This design comes from an exercise in tuning for small area, a short achievable clock period and few clock cycles per item on the open sky130 flow, not from production work.

==> inputs of v8 <==
==> flow/design.v <==
package alu_pkg;
  localparam int unsigned DATA_W = 32;
  localparam int unsigned OP_W   = 4;
  localparam int unsigned SH_W   = 5;
  localparam logic [OP_W-1:0] OP_LRS  = 4'b0000;
  localparam logic [OP_W-1:0] OP_LLS  = 4'b0001;
  localparam logic [OP_W-1:0] OP_ARS  = 4'b0010;
  localparam logic [OP_W-1:0] OP_ALS  = 4'b0011;
  localparam logic [OP_W-1:0] OP_ADD  = 4'b0100;
  localparam logic [OP_W-1:0] OP_SUB  = 4'b0101;
  localparam logic [OP_W-1:0] OP_MUL  = 4'b0110;
  localparam logic [OP_W-1:0] OP_AND  = 4'b1000;
  localparam logic [OP_W-1:0] OP_OR   = 4'b1001;
  localparam logic [OP_W-1:0] OP_NOR  = 4'b1010;
  localparam logic [OP_W-1:0] OP_NAND = 4'b1011;
  localparam logic [OP_W-1:0] OP_XOR  = 4'b1100;
  localparam int unsigned MUL_K     = 4;
  localparam int unsigned MUL_STEPS = DATA_W / MUL_K;
  localparam int unsigned MUL_CNT_W = 3;   
endpackage
import alu_pkg::*;
module alu_arbiter_dec
(
  input  logic [OP_W-1:0] alu_op,
  output logic [11:0]     ctl_c       
);
  logic [3:0] lut;
  always_comb begin
    case (alu_op)
      OP_AND:  lut = 4'b1000;
      OP_OR:   lut = 4'b1110;
      OP_NOR:  lut = 4'b0001;
      OP_NAND: lut = 4'b0111;
      OP_XOR:  lut = 4'b0110;
      default: lut = 4'b0000;
    endcase
    ctl_c = {lut,
             (alu_op == 4'b0111) || (alu_op == 4'b1101) || (alu_op == 4'b1110) ||
             (alu_op == 4'b1111),
             alu_op == OP_MUL,
             alu_op[1],
             alu_op == OP_ARS,
             (alu_op == OP_LLS) || (alu_op == OP_ALS),
             (alu_op == OP_LRS) || (alu_op == OP_ARS),
             alu_op[0],
             (alu_op == OP_ADD) || (alu_op == OP_SUB)};
  end
endmodule
module alu_arbiter_alu
(
  input  logic [DATA_W-1:0] op1,
  input  logic [DATA_W-1:0] op2,
  input  logic [11:0]       ctl,        
  output logic [DATA_W-1:0] result_c,   
  output logic              ovf_c,      
  output logic              add_bx31_c   
);
  logic              s_add, s_shr, s_shl, s_mul, sub, ars, als;
  logic [3:0]        lut;
  logic [DATA_W-1:0] b_x;
  logic [DATA_W-1:0] sum;
  logic [DATA_W-1:0] p0, gg, gp;
  logic              fill;
  logic [DATA_W-1:0] x;
  logic [DATA_W-1:0] mask;
  logic              drop_or;    
  logic              drop_and;   
  logic              sh_ovf;
  logic [DATA_W-1:0] logic_r;
  logic [DATA_W-1:0] shl_r;
  always_comb begin
    {lut, s_mul, als, ars, s_shl, s_shr, sub, s_add} = {ctl[11:8], ctl[6:0]};
    b_x = op2 ^ {DATA_W{sub}};
    p0  = op1 ^ b_x;
    gg  = op1 & b_x;
    gp  = p0;
    gg[0] = gg[0] | (p0[0] & sub);
    for (int l = 0; (1 << l) < DATA_W; l++)
      for (int i = 0; i < DATA_W; i++)
        if (i & (1 << l)) begin
          gg[i] = gg[i] | (gp[i] & gg[((i >> l) << l) - 1]);
          gp[i] = gp[i] & gp[((i >> l) << l) - 1];
        end
    sum      = p0 ^ {gg[DATA_W-2:0], sub};
    add_bx31_c = b_x[DATA_W-1];
    fill = ars & op1[DATA_W-1];
    for (int i = 0; i < DATA_W; i++) x[i] = s_shl ? op1[DATA_W-1-i] : op1[i];
    drop_or  = 1'b0;
    drop_and = 1'b1;
    for (int k = SH_W - 1; k >= 0; k--) begin
      mask = DATA_W'((64'd1 << (1 << k)) - 64'd1);
      if (op2[k]) begin
        drop_or  = drop_or | (|(x & mask));
        drop_and = drop_and & (&(x | ~mask));
        x        = (x >> (1 << k)) | ({DATA_W{fill}} & ~({DATA_W{1'b1}} >> (1 << k)));
      end
    end
    for (int i = 0; i < DATA_W; i++) shl_r[i] = x[DATA_W-1-i];
    sh_ovf = als ? !((drop_and & x[0]) | (!drop_or & !x[0])) : drop_or;
    for (int i = 0; i < DATA_W; i++) logic_r[i] = lut[{op1[i], op2[i]}];
    result_c = logic_r
             | ({DATA_W{s_add}} & sum)
             | ({DATA_W{s_shr}} & x)
             | ({DATA_W{s_shl}} & shl_r)
             | ({DATA_W{s_mul}} & op2);
    ovf_c    = s_shl & sh_ovf;
  end
endmodule
module alu_arbiter_mul
(
  input  logic [DATA_W-1:0]       op1,
  input  logic [DATA_W-1:0]       mpl,
  input  logic                    prev,
  input  logic [DATA_W-1:0]       hi,
  output logic [DATA_W+MUL_K-1:0] acc_c
);
  localparam int N = DATA_W + MUL_K;
  always_comb begin
    logic [MUL_K:0]  bx;
    logic            neg0, neg1, one, two;
    logic [DATA_W:0] pp0, pp1;
    logic [N-1:0]    hx, r0, r1, ps, pc;
    logic [N-1:0]    gg, gp, p0;
    bx = {mpl[MUL_K-1:0], prev};
    neg0 = bx[2];
    one  = bx[1] ^ bx[0];
    two  = (bx[2] & !bx[1] & !bx[0]) | (!bx[2] & bx[1] & bx[0]);
    pp0  = (({(DATA_W+1){one}} & {op1[DATA_W-1], op1}) | ({(DATA_W+1){two}} & {op1, 1'b0}))
           ^ {(DATA_W+1){neg0}};
    neg1 = bx[4];
    one  = bx[3] ^ bx[2];
    two  = (bx[4] & !bx[3] & !bx[2]) | (!bx[4] & bx[3] & bx[2]);
    pp1  = (({(DATA_W+1){one}} & {op1[DATA_W-1], op1}) | ({(DATA_W+1){two}} & {op1, 1'b0}))
           ^ {(DATA_W+1){neg1}};
    hx = {{MUL_K{hi[DATA_W-1]}}, hi};
    r0 = {{(MUL_K-1){pp0[DATA_W]}}, pp0};
    r1 = {{(MUL_K-3){pp1[DATA_W]}}, pp1, 2'b00};
    r1[1] = neg1;
    ps = hx ^ r0 ^ r1;
    pc = {((hx[N-2:0] & r0[N-2:0]) | (hx[N-2:0] & r1[N-2:0]) | (r0[N-2:0] & r1[N-2:0])), 1'b0};
    ps[0] = hx[0];
    pc[0] = r0[0];
    pc[1] = neg1;
    p0 = ps ^ pc;
    gg = ps & pc;
    gp = p0;
    gg[0] = gg[0] | (p0[0] & neg0);
    for (int l = 0; (1 << l) < N; l++)
      for (int i = (2 << l) - 1; i < N; i += (2 << l)) begin
        gg[i] = gg[i] | (gp[i] & gg[i - (1 << l)]);
        gp[i] = gp[i] & gp[i - (1 << l)];
      end
    for (int l = 5; l >= 0; l--)
      for (int i = 3 * (1 << l) - 1; i < N; i += (2 << l)) begin
        if ((1 << l) < N) begin
          gg[i] = gg[i] | (gp[i] & gg[i - (1 << l)]);
          gp[i] = gp[i] & gp[i - (1 << l)];
        end
      end
    acc_c = p0 ^ {gg[N-2:0], neg0};
  end
endmodule
import alu_pkg::*;
module alu_arbiter
#(
  parameter int unsigned RR_INIT = 0
) (
  input  logic              clk,
  input  logic              resetn,
  input  logic              req0_valid,
  output logic              req0_ready,
  input  logic [DATA_W-1:0] req0_op1,
  input  logic [DATA_W-1:0] req0_op2,
  input  logic [OP_W-1:0]   req0_alu_op,
  input  logic              req1_valid,
  output logic              req1_ready,
  input  logic [DATA_W-1:0] req1_op1,
  input  logic [DATA_W-1:0] req1_op2,
  input  logic [OP_W-1:0]   req1_alu_op,
  output logic              rsp0_valid,
  input  logic              rsp0_ready,
  output logic              rsp1_valid,
  input  logic              rsp1_ready,
  output logic [DATA_W-1:0] rsp_result,
  output logic              rsp_zero,
  output logic              rsp_ovf,
  output logic              rsp_err,
  output logic              busy
);
  localparam int unsigned CNT_W = MUL_CNT_W;
  logic              busy_q;
  logic              mul_q;     
  logic [CNT_W-1:0]  cnt_q;
  logic              gid;
  logic              last;
  logic [DATA_W-1:0] res_q;     
  logic              ovf_q;     
  logic              add_q;     
  logic              bx31_q;    
  logic              err_q;
  logic              s_mul_q;   
  logic [DATA_W-1:0] a_q;       
  logic [DATA_W-1:0] hi_q;      
  logic              prev_q;    
  logic              grant_c;
  logic              hs_c;
  logic              take_c;
  logic [DATA_W-1:0] a_in, b_in;
  logic [DATA_W-1:0] alu_result_c;
  logic              alu_ovf_c, alu_bx31_c;
  logic [11:0]       ctl0_c, ctl1_c, ctl_in;
  logic [DATA_W+MUL_K-1:0] acc_c;
  always_comb begin
    grant_c    = (req0_valid && req1_valid) ? ~last : req1_valid;
    req0_ready = resetn && !busy_q && req0_valid && !grant_c;
    req1_ready = resetn && !busy_q && req1_valid && grant_c;
    hs_c       = req0_ready || req1_ready;
    a_in       = grant_c ? req1_op1 : req0_op1;
    b_in       = grant_c ? req1_op2 : req0_op2;
    ctl_in     = grant_c ? ctl1_c : ctl0_c;
    take_c     = (rsp0_valid && rsp0_ready) || (rsp1_valid && rsp1_ready);
    busy       = busy_q;
  end
  alu_arbiter_dec u_dec0 (.alu_op (req0_alu_op), .ctl_c (ctl0_c));
  alu_arbiter_dec u_dec1 (.alu_op (req1_alu_op), .ctl_c (ctl1_c));
  alu_arbiter_alu u_alu (
    .op1      (a_in),
    .op2      (b_in),
    .ctl      (ctl_in),
    .result_c (alu_result_c),
    .ovf_c    (alu_ovf_c),
    .add_bx31_c (alu_bx31_c)
  );
  alu_arbiter_mul u_mul (
    .op1   (a_q),
    .mpl   (res_q),
    .prev  (prev_q),
    .hi    (hi_q),
    .acc_c (acc_c)
  );
  always_comb begin
    rsp_result = res_q;
    rsp_zero   = ~|res_q;
    rsp_ovf    = s_mul_q ? !((~|hi_q & !res_q[DATA_W-1]) | (&hi_q & res_q[DATA_W-1]))
               : add_q   ? ((a_q[DATA_W-1] == bx31_q) && (res_q[DATA_W-1] != a_q[DATA_W-1]))
               : ovf_q;
    rsp_err    = err_q;
  end
  always_ff @(posedge clk or negedge resetn) begin
    if (!resetn) begin
      busy_q     <= 1'b0;
      mul_q      <= 1'b0;
      cnt_q      <= '0;
      gid        <= 1'b0;
      last       <= (RR_INIT == 0) ? 1'b1 : 1'b0;
      rsp0_valid <= 1'b0;
      rsp1_valid <= 1'b0;
    end else begin
      if (hs_c) begin
        busy_q     <= 1'b1;
        gid        <= grant_c;
        last       <= grant_c;
        mul_q      <= ctl_in[6];
        cnt_q      <= '0;
        rsp0_valid <= !ctl_in[6] && !grant_c;
        rsp1_valid <= !ctl_in[6] && grant_c;
      end else if (mul_q) begin
        cnt_q <= cnt_q + 1'b1;
        if (cnt_q == CNT_W'(MUL_STEPS - 1)) begin
          mul_q      <= 1'b0;
          rsp0_valid <= !gid;
          rsp1_valid <= gid;
        end
      end else if (take_c) begin
        busy_q     <= 1'b0;
        rsp0_valid <= 1'b0;
        rsp1_valid <= 1'b0;
      end
    end
  end
  always_ff @(posedge clk) begin
    if (!busy_q) begin
      res_q   <= alu_result_c;
      ovf_q   <= alu_ovf_c;
      add_q   <= ctl_in[0];
      bx31_q  <= alu_bx31_c;
      err_q   <= ctl_in[7];
      s_mul_q <= ctl_in[6];
      a_q     <= a_in;
      hi_q    <= '0;
      prev_q  <= 1'b0;
    end else if (mul_q) begin
      hi_q   <= acc_c[DATA_W+MUL_K-1:MUL_K];
      res_q  <= {acc_c[MUL_K-1:0], res_q[DATA_W-1:MUL_K]};
      prev_q <= res_q[MUL_K-1];
    end
  end
endmodule
==> flow/flow/run.sh <==
#!/bin/bash
# The standard layout (standard.sh: ORFS from synthesis to the final layout), with two
# changes to how timing repair works; the SDC, clock period and everything else are unchanged:
#  - every port still gets its own buffer, but the smallest one (buf_1); repair resizes those on
#    critical paths.
# make's full output goes to flow_make.log; ORFS keeps each step's log under orfs/logs/.
set -euo pipefail
cd "$(dirname "$0")/.."
MARGIN=$(cat flow/margin.txt)
sed -E "s/ 'SETUP_SLACK_MARGIN=[^']*'//; s/ SETUP_SLACK_MARGIN=[^ ]+//; s/(make -C [^ ]+ )/\1SETUP_SLACK_MARGIN=${MARGIN} 'BUFFER_PORTS_ARGS=-buffer_cell sky130_fd_sc_hd__buf_1' /" standard.sh > standard_margin.sh
grep -q "SETUP_SLACK_MARGIN=${MARGIN} 'BUFFER_PORTS_ARGS" standard_margin.sh
bash standard_margin.sh > flow_make.log 2>&1
==> flow/flow/margin.txt <==
6.0
==> flow/standard.sh <==
#!/bin/bash
# synth_recipe.tcl (not shown) runs the flow's synth.tcl, then flattens the netlist and writes it again
# the make line also repeats each setting of config.mk as NAME=value (left out here)
make -C /OpenROAD-flow-scripts/flow DESIGN_CONFIG=/design/flow/config.mk WORK_HOME=/design/flow/orfs CLKGATE_MAP_FILE= SYNTH_SCRIPT=/design/flow/synth_recipe.tcl "${@:-finish}"
==> flow/config.mk <==
export PLATFORM = sky130hd
export DESIGN_NAME = alu_arbiter
export DESIGN_NICKNAME = alu_arbiter
export VERILOG_FILES = /design/flow/design.v
export SDC_FILE = /design/flow/constraint.sdc
export NUM_CORES = 4
export LEC_CHECK = 0
export ABC_AREA = 1
export CAP_MARGIN = 20
export CORE_MARGIN = 2
export CORE_UTILIZATION = 45
export SETUP_SLACK_MARGIN = 5
export SLEW_MARGIN = 20
export TNS_END_PERCENT = 0
==> flow/constraint.sdc <==
create_clock -name core_clock -period 11.5 [get_ports {clk}]
set_input_delay 2.3000 -clock core_clock [delete_from_list [all_inputs] [get_ports {clk}]]
set_output_delay 2.3000 -clock core_clock [all_outputs]
set_load 0.01 [all_outputs]
==> v34: changes against v8 <==
--- a/flow/design.v
+++ b/flow/design.v
@@ -203,5 +203,5 @@
   logic [DATA_W-1:0] hi_q;      
   logic              prev_q;    
-  logic              grant_c;
+  logic              sel1_c;
   logic              hs_c;
   logic              take_c;
@@ -212,11 +212,11 @@
   logic [DATA_W+MUL_K-1:0] acc_c;
   always_comb begin
-    grant_c    = (req0_valid && req1_valid) ? ~last : req1_valid;
-    req0_ready = resetn && !busy_q && req0_valid && !grant_c;
-    req1_ready = resetn && !busy_q && req1_valid && grant_c;
-    hs_c       = req0_ready || req1_ready;
-    a_in       = grant_c ? req1_op1 : req0_op1;
-    b_in       = grant_c ? req1_op2 : req0_op2;
-    ctl_in     = grant_c ? ctl1_c : ctl0_c;
+    req0_ready = resetn && !busy_q && req0_valid && !(req1_valid && !last);
+    req1_ready = resetn && !busy_q && req1_valid && !(req0_valid && last);
+    sel1_c     = !req0_valid || (req1_valid && !last);
+    hs_c       = !busy_q && (req0_valid || req1_valid);
+    a_in       = sel1_c ? req1_op1 : req0_op1;
+    b_in       = sel1_c ? req1_op2 : req0_op2;
+    ctl_in     = sel1_c ? ctl1_c : ctl0_c;
     take_c     = (rsp0_valid && rsp0_ready) || (rsp1_valid && rsp1_ready);
     busy       = busy_q;
@@ -242,5 +242,5 @@
     rsp_result = res_q;
     rsp_zero   = ~|res_q;
-    rsp_ovf    = s_mul_q ? !((~|hi_q & !res_q[DATA_W-1]) | (&hi_q & res_q[DATA_W-1]))
+    rsp_ovf    = s_mul_q ? (hi_q != {DATA_W{res_q[DATA_W-1]}})
                : add_q   ? ((a_q[DATA_W-1] == bx31_q) && (res_q[DATA_W-1] != a_q[DATA_W-1]))
                : ovf_q;
@@ -259,10 +259,10 @@
       if (hs_c) begin
         busy_q     <= 1'b1;
-        gid        <= grant_c;
-        last       <= grant_c;
+        gid        <= sel1_c;
+        last       <= sel1_c;
         mul_q      <= ctl_in[6];
         cnt_q      <= '0;
-        rsp0_valid <= !ctl_in[6] && !grant_c;
-        rsp1_valid <= !ctl_in[6] && grant_c;
+        rsp0_valid <= !ctl_in[6] && !sel1_c;
+        rsp1_valid <= !ctl_in[6] && sel1_c;
       end else if (mul_q) begin
         cnt_q <= cnt_q + 1'b1;
==> comparison <==
v8 finished with timing, DRC and antenna clean. v34 passed the timing, design-rule and antenna checks. Of v34 and v8, v8 has the higher via count (gap about 0.46%, measured against v8). In flip-flop and latch count, v8 and v34 do not differ. Against v34, the design area of v8 is larger by 0.34%. Of v8 and v34, v34 has the higher die area (gap 1.1%, measured against v34). Against v8, the wire length of v34 is lower by about 1.5%. Against v8, the maximum frequency of v34 is smaller by 0.24%. Against v8, the first-iteration DRC count of v34 is smaller by about 5.6%. Of v34 and v8, v8 has the higher core utilization (gap 0.43 points). Between v8 and v34, the lower non-clock buffer count is in v34 (gap 7).
Function was not checked in any run of this note: the RTL went through the layout flow alone.

==> what the ideal ports hide <==
Ports are ideal in the flow. The routed layouts listed here were re-timed in OpenROAD.
Step 1 assumes that a clkbuf_16 drives the clock port and a buf_2 every other input.
Step 2, shift: input delay + t, output delay - t, t = (earliest + latest rising clock arrival at the registers) / 2. This alone moves slack from input paths to output paths.
Three values: ideal, step 1, step 2; two values: the first two.
run	shift t [ns]	setup slack, ns	hold slack, ns	worst setup path at the end	slew at the worst register clock pin (ns)
v8	0.419	5.993 / 5.955 / 5.536	0.484 / 0.484 / 0.484	input to register	0.08 / 0.08
v34	0.414	5.980 / 5.946 / 5.613	0.513 / 0.513 / 0.513	input to register	0.08 / 0.08
After both steps setup and hold are still met in every run listed. For v8, which loses most, drivers alone change the setup slack by -0.038 ns; drivers and shift together by -0.457 ns.
